From an optimization exercise on the open Yosys and OpenROAD flow, aimed at small area, a short achievable clock period and few clock cycles per item; shortcuts taken in it are not production practice. At most, simulation tests tie the RTL to the original design; equivalence was not proved.

==> v36 <==
Design modular_exponentiation, start of the top module:
module modular_exponentiation (
    input  wire logic                  clk,
    input  wire logic                  rst_n,
    input  wire logic                  in_valid,
    output logic                       in_ready,
    input  wire mexp_pkg::word_t       message,
    output logic                       out_valid,
    input  wire logic                  out_ready,
    output mexp_pkg::word_t            power_result,
    input  wire logic                  cfg_valid,
    output logic                       cfg_ready,
    input  wire mexp_pkg::cfg_index_t  cfg_index,
    input  wire mexp_pkg::word_t       cfg_data
);
export LEC_CHECK = 0
export CAP_MARGIN = 20
export CORE_MARGIN = 2
export CORE_UTILIZATION = 50
export SETUP_SLACK_MARGIN = 2.7
export SLEW_MARGIN = 20
create_clock -name core_clock -period 6.5 [get_ports {clk}]
run.sh (not shown) runs the stock make flow with config.mk's settings and CLKGATE_MAP_FILE= SYNTH_SCRIPT=/design/flow/synth_recipe.tcl, a recipe that flattens the netlist after the stock synthesis.
==> v26: changes against v36 <==
--- a/flow/design.v
+++ b/flow/design.v
@@ -85,13 +85,21 @@
     always_ff @(posedge clk or negedge rst_n)
     begin
         if (!rst_n)
         begin
             state_reg    <= mexp_pkg::ST_IDLE;
+            conv1_d_reg  <= 1'b0;
+            conv2_d_reg  <= 1'b0;
+            pconv1_d_reg <= 1'b0;
+            pconv2_d_reg <= 1'b0;
         end
         else
         begin
+            conv1_d_reg  <= conv1;
+            conv2_d_reg  <= conv2;
+            pconv1_d_reg <= pconv1;
+            pconv2_d_reg <= pconv2;
             unique case (state_reg)
                 mexp_pkg::ST_IDLE:
                 begin
                     if (accept)
                     begin
@@ -153,14 +161,10 @@
             endcase
         end
     end
     always_ff @(posedge clk)
     begin
-        conv1_d_reg  <= conv1;
-        conv2_d_reg  <= conv2;
-        pconv1_d_reg <= pconv1;
-        pconv2_d_reg <= pconv2;
         if (load)
         begin
             j_reg <= mshift;
         end
         else if (conv2)
@@ -193,11 +197,10 @@
     input  wire mexp_pkg::est_t       rt,
     input  wire logic                 a,
     input  wire logic                 an,
     input  wire mexp_pkg::word_t      b,
     input  wire mexp_pkg::word_t      n,
-    input  wire logic [5:0]           nq,
     input  wire logic [2:0]           ge,
     output mexp_pkg::sword_t          sa_next,
     output mexp_pkg::sword_t          sb_next,
     output mexp_pkg::est_t            rt_next,
     output logic [2:0]                ge_next
@@ -228,17 +231,17 @@
     begin
         if (ge[2])
         begin
             v   = ~{2'b00, n, 1'b0};
             cin = 1'b1;
-            t4  = ~{1'b0, nq[5:0]};
+            t4  = ~{1'b0, n[31:26]};
         end
         else if (ge[1])
         begin
             v   = ~{3'b000, n};
             cin = 1'b1;
-            t4  = ~{2'b00, nq[5:1]};
+            t4  = ~{2'b00, n[31:27]};
         end
         else if (ge[0])
         begin
             v   = '0;
             cin = 1'b0;
@@ -246,11 +249,11 @@
         end
         else
         begin
             v   = {3'b000, n};
             cin = 1'b0;
-            t4  = {2'b00, nq[5:1]};
+            t4  = {2'b00, n[31:27]};
         end
     end
     assign s2 = x ^ y ^ v;
     assign c2 = (x & y) | (x & v) | (y & v);
     assign sa_next = s2[mexp_pkg::SW-1:0];
@@ -262,12 +265,12 @@
     assign ec  = {((rt[5:0] & t3a[5:0]) | (rt[5:0] & t3b[5:0]) | (t3a[5:0] & t3b[5:0])), 1'b0};
     assign ds  = es ^ ec ^ t4;
     assign dc  = {((es[5:0] & ec[5:0]) | (es[5:0] & t4[5:0]) | (ec[5:0] & t4[5:0])), 1'b0};
     assign d0  = ds + dc;
     assign ge_next[0] = !d0[6];
-    assign ge_next[1] = !sum3_sign(ds, dc, ~{3'b000, nq[5:2]});
-    assign ge_next[2] = !sum3_sign(ds, dc, ~{2'b00, nq[5:2], 1'b0});
+    assign ge_next[1] = !sum3_sign(ds, dc, ~{3'b000, n[31:28]});
+    assign ge_next[2] = !sum3_sign(ds, dc, ~{2'b00, n[31:28], 1'b0});
     function automatic logic sum3_sign(input mexp_pkg::est_t u, input mexp_pkg::est_t v3,
                                        input mexp_pkg::est_t w);
         mexp_pkg::est_t hs;
         mexp_pkg::est_t hc;
         mexp_pkg::est_t d;
@@ -322,13 +325,10 @@
     logic                 ml_nbit_reg;
     mexp_pkg::sword_t     cv_reg;
     mexp_pkg::sword_t     cva;
     mexp_pkg::sword_t     cvb;
     logic                 busy;
-    logic                 hold;
-    logic [5:0]           nq_reg;
-    logic                 nq_ok_reg;
     logic                 special;
     logic                 load;
     logic                 rstep;
     logic                 conv1;
     logic                 conv2;
@@ -382,35 +382,19 @@
                 exponent_reg <= cfg_data;
             end
         end
     end
     assign busy    = !modulus_reg[mexp_pkg::WIDTH-1] && (modulus_reg != '0);
-    always_ff @(posedge clk or negedge rst_n)
-    begin
-        if (!rst_n)
-        begin
-            nq_ok_reg <= 1'b0;
-        end
-        else
-        begin
-            nq_ok_reg <= !busy && !(cfg_valid && (cfg_index == mexp_pkg::REG_MODULUS));
-        end
-    end
-    always_ff @(posedge clk)
-    begin
-        nq_reg <= modulus_reg[31:26];
-    end
-    assign hold    = !nq_ok_reg;
     assign special = (modulus_reg == '0) || (exponent_reg == '0);
     mexp_ctrl u_ctrl (
         .clk          (clk),
         .rst_n        (rst_n),
         .in_valid     (in_valid),
         .in_ready     (in_ready),
         .out_valid    (out_valid),
         .out_ready    (out_ready),
-        .busy         (hold),
+        .busy         (busy),
         .special      (special),
         .mshift       (mshift_reg),
         .load         (load),
         .rstep        (rstep),
         .conv1        (conv1),
@@ -433,11 +417,10 @@
         .rt      (sqr_reg),
         .a       (sq_bit_reg),
         .an      (sq_nbit_reg),
         .b       (base_reg),
         .n       (modulus_reg),
-        .nq      (nq_reg),
         .ge      (sqq_reg),
         .sa_next (sqa_next),
         .sb_next (sqb_next),
         .rt_next (sqr_next),
         .ge_next (sqq_next)
@@ -448,11 +431,10 @@
         .rt      (mlr_reg),
         .a       (ml_bit_reg),
         .an      (ml_nbit_reg),
         .b       (base_reg),
         .n       (modulus_reg),
-        .nq      (nq_reg),
         .ge      (mlq_reg),
         .sa_next (mla_next),
         .sb_next (mlb_next),
         .rt_next (mlr_next),
         .ge_next (mlq_next)
--- a/flow/config.mk
+++ b/flow/config.mk
@@ -5,8 +5,8 @@
 export SDC_FILE = /design/flow/constraint.sdc
 export NUM_CORES = 4
 export LEC_CHECK = 0
 export CAP_MARGIN = 20
 export CORE_MARGIN = 2
-export CORE_UTILIZATION = 50
-export SETUP_SLACK_MARGIN = 2.7
+export CORE_UTILIZATION = 60
+export SETUP_SLACK_MARGIN = 3.5
 export SLEW_MARGIN = 20
==> v7: changes against v36 <==
--- a/flow/design.v
+++ b/flow/design.v
@@ -397,11 +397,11 @@
     end
     always_ff @(posedge clk)
     begin
         nq_reg <= modulus_reg[31:26];
     end
-    assign hold    = !nq_ok_reg;
+    assign hold    = busy || !nq_ok_reg;
     assign special = (modulus_reg == '0) || (exponent_reg == '0);
     mexp_ctrl u_ctrl (
         .clk          (clk),
         .rst_n        (rst_n),
         .in_valid     (in_valid),
==> flow/config.mk (replaced) <==
export PLATFORM = sky130hd
export DESIGN_NAME = modular_exponentiation
export DESIGN_NICKNAME = modular_exponentiation
export VERILOG_FILES = /design/flow/design.v
export SDC_FILE = /design/flow/constraint.sdc
export NUM_CORES = 4
export LEC_CHECK = 0
export ABC_AREA = 1
export CAP_MARGIN = 20
export CORE_MARGIN = 2
export CORE_UTILIZATION = 60
export SETUP_SLACK_MARGIN = 3.0
export SLEW_MARGIN = 20
==> v24: changes against v36 <==
--- a/flow/config.mk
+++ b/flow/config.mk
@@ -5,8 +5,8 @@
 export SDC_FILE = /design/flow/constraint.sdc
 export NUM_CORES = 4
 export LEC_CHECK = 0
 export CAP_MARGIN = 20
 export CORE_MARGIN = 2
-export CORE_UTILIZATION = 50
-export SETUP_SLACK_MARGIN = 2.7
+export CORE_UTILIZATION = 60
+export SETUP_SLACK_MARGIN = 2.85
 export SLEW_MARGIN = 20
==> run notes <==
metric	v36	v26	v7	v24
Half-perimeter wire length of the detailed placement result	55300 um	55200 um	68200 um	54200 um
Startpoint of the worst setup timing path	sq_bit_reg	modulus_reg[31]	modulus_reg[12]	modulus_reg[26]
Vert. Die Dim	225 um	204 um	210 um	206 um
Number of antenna violations at the first check in global routing	3	1	1	4
Final Instance Area	27400 sq um	29500 sq um	29000 sq um	27400 sq um
Xor/xnor share of the synthesized area	3.77%	3.91%	2.81%	3.77%
Share of synthesized flip-flops with an asynchronous set or reset	21.0%	22.3%	21.0%	21.0%
Worst Path Max Fanout	16	2	6	34
Horizontal die dimension	225 um	204 um	210 um	206 um
Outcome	no timing/DRC/antenna violations	no timing/DRC/antenna violations	no timing/DRC/antenna violations	no timing/DRC/antenna violations
Post-Route WL	73700 um	79100 um	91600 um	73700 um
Cell count along the critical path	14	7	6	9
Final antenna diode count	3	1	1	3
Cell count after synthesis	2562	2469	3355	2562
Testbench counts of v36, summed over its fixed seeds: cycles 210,240, items 192.
Testbench counts of v26, summed over its fixed seeds: cycles 210,240, items 192.
Testbench counts of v24, summed over its fixed seeds: cycles 210,240, items 192.
For v7, only the layout was checked, not whether the RTL still works.

static timing again, ports no longer ideal:
How much do the figures lean on ideal ports? The routed layouts below were timed once more, with nothing changed but the port constraints. Step 1 assumes that a clkbuf_16 drives the clock port and a buf_2 every other input. Step 2 adds t to the input delays and takes it off the output delays; t is the mean of the earliest and latest rising clock arrival at the registers after step 1. Input paths then give back, and output paths get back, about the clock's delay inside the block. Three values: ideal ports, drivers, drivers and shift; two values: the first two.
run | t (ns) | setup slack, ns | worst data-port slew with drivers (ns)
v36 | 0.625 | 2.864 / 2.864 / 2.864 | 0.05
v26 | 0.630 | 2.856 / 2.794 / 2.869 | 0.05
v7 | 0.636 | 3.031 / 2.969 / 3.040 | 0.05
v24 | 0.623 | 3.000 / 2.972 / 3.000 | 0.05
After both steps every run listed still meets setup and hold.
